Background: an optimization exercise with open tools, aiming at small area, a short achievable clock period and few clock cycles. Do not read the settings as production practice.
Only simulation tests tie the RTL to the original design; equivalence was not proved.

sierra:
Design fir_mac_engine, start of the top module:
module fir_mac_engine #(
  parameter int NUM_CH  = 2,
  parameter int DATA_W  = 16,
  parameter int COEF_W  = 16,
  parameter int TAPS    = 1021,
  parameter int ACC_W   = 40,
  parameter int FRAC_SH = 15
) (
  input  logic                       clk,
  input  logic                       rst_n,
  input  logic                       start,
  output logic [fir_pkg::addr_w(TAPS)-1:0]    coef_addr,
  output logic [fir_pkg::addr_w(TAPS)-1:0]    rd_idx,
  input  logic [COEF_W-1:0]          coef_in,
  input  logic [NUM_CH*DATA_W-1:0]   smpl_in,
  output logic                       busy,
  output logic                       out_vld,
  output logic [NUM_CH*DATA_W-1:0]   smpl_out
);
  localparam int AW = fir_pkg::addr_w(TAPS);
  localparam logic [AW-1:0] LAST = AW'(TAPS - 1);
  logic start_q, edge_det;
  logic [AW-1:0] addr;
  logic v1, v2, f1, first, pend, go;
  logic [7:0] one_d, two_d, neg_d, one, two, neg;
  logic [NUM_CH*DATA_W-1:0] x, res;
  logic [NUM_CH-1:0] settled;
  logic done;
  assign edge_det = start & ~start_q;
  assign go = edge_det & addr == '0 | pend;
  assign coef_addr = addr;
  assign rd_idx = addr;
  logic [16:0] ce;
  assign ce = {coef_in, 1'b0};
  for (genvar i = 0; i < 8; i++) begin : g_enc
    assign one_d[i] = v1 & (ce[2*i+1] ^ ce[2*i]);
    assign two_d[i] = v1 & (ce[2*i+2] ? ~ce[2*i+1] & ~ce[2*i] : ce[2*i+1] & ce[2*i]);
    assign neg_d[i] = v1 & ce[2*i+2] & ~(ce[2*i+1] & ce[2*i]);
  end
  always_ff @(posedge clk) begin
    one <= one_d;
    two <= two_d;
    neg <= neg_d;
    x <= smpl_in;
  end
  for (genvar c = 0; c < NUM_CH; c++) begin : g_lane
    fir_mac_lane #(.DATA_W(DATA_W), .COEF_W(COEF_W), .ACC_W(ACC_W), .FRAC_SH(FRAC_SH)) u_lane (
      .clk(clk),
      .x(x[c*DATA_W +: DATA_W]),
      .one(one),
      .two(two),
      .neg(neg),
      .vld(v2),
      .first(first),
      .settled(settled[c]),
      .result(res[c*DATA_W +: DATA_W])
    );
  end
  assign done = busy & ~v1 & ~v2 & ~f1 & ~pend & (&settled);
  always_ff @(posedge clk) smpl_out <= res;
  always_ff @(posedge clk or negedge rst_n)
    if (!rst_n) begin
      start_q <= 1'b0;
      addr <= '0;
      v1 <= 1'b0;
      v2 <= 1'b0;
      f1 <= 1'b0;
      first <= 1'b0;
      pend <= 1'b0;
      busy <= 1'b0;
      out_vld <= 1'b0;
    end else begin
      start_q <= start;
  ...
Size in the first run: roughly 2000 cells after synthesis, ~250 flip-flops, ~110 I/O pins.
Settings: LEC_CHECK=0, CAP_MARGIN=20, CORE_MARGIN=2, CORE_UTILIZATION=40, SLEW_MARGIN=20; clock period 10.5 ns.
run.sh (not shown) runs the stock make flow with config.mk's settings and CLKGATE_MAP_FILE= SYNTH_SCRIPT=/design/flow/synth_recipe.tcl, a recipe that flattens the netlist after the stock synthesis.
sierra finished every step from synthesis to the final layout, and the layout passed the timing, DRC and antenna checks.
Testbench counts of sierra, summed over its fixed seeds: cycles 65,731.
[inputs] xenon vs sierra
==> flow/flow/run.sh (new file) <==
#!/bin/bash
# Standard ORFS layout (the standard.sh, standard synthesis unchanged) with a larger
# setup-slack margin, so that repair_timing keeps improving paths past the 10.5 ns target.
set -euo pipefail
M=$(cat flow/margin)
bash standard.sh SETUP_SLACK_MARGIN=$M finish > standard_finish.log 2>&1
==> flow/flow/margin (new file) <==
7
==> flow/standard.sh (new file) <==
#!/bin/bash
# synth_recipe.tcl (not shown) runs the flow's synth.tcl, then flattens the netlist and writes it again
# the make line also repeats each setting of config.mk as NAME=value (left out here)
make -C /OpenROAD-flow-scripts/flow DESIGN_CONFIG=/design/flow/config.mk WORK_HOME=/design/flow/orfs CLKGATE_MAP_FILE= SYNTH_SCRIPT=/design/flow/synth_recipe.tcl "${@:-finish}"
removed: flow/run.sh
==> run summary <==
Diff sierra..xenon | number of global-route vias before repair | negligible
Compared with sierra, xenon shows a higher CTS H-tree depth.
Comparing the two runs side by side, xenon comes out ahead of sierra on worst path setup slack after routing.
Logic depth of the worst setup path including buffers: xenon > sierra
For largest net degree at the start of global routing, dividing the value from xenon by the value from sierra gives 1.09.

## port drivers added, routing unchanged
The flow's constraints put no driver on any port. The routed layouts listed below were extracted and timed again, unchanged, in two steps.
Step 1 sets driving cells, clkbuf_16 on the clock port and buf_2 on the other inputs (assumed; they add their load-dependent delay and slew).
Step 2 moves the port delays by t, midway between the first and last clock arrival at a register: inputs arrive t later, outputs are due t later. That takes back most of the time a late clock gives input paths.
a / b / c = ideal ports / drivers / drivers and shift; a / b = the first two.
run | shift t [ns] | setup WS [ns] | clock arrival spread, ns
sierra | 0.628 | 5.714 / 5.714 / 5.714 | 0.024 / 0.024
xenon | 0.597 | 7.004 / 6.975 / 6.815 | 0.024 / 0.023
After both steps setup and hold are still met in every run listed. The setup slack of xenon, which loses most, moves by -0.029 ns with the drivers and by -0.189 ns with both steps.
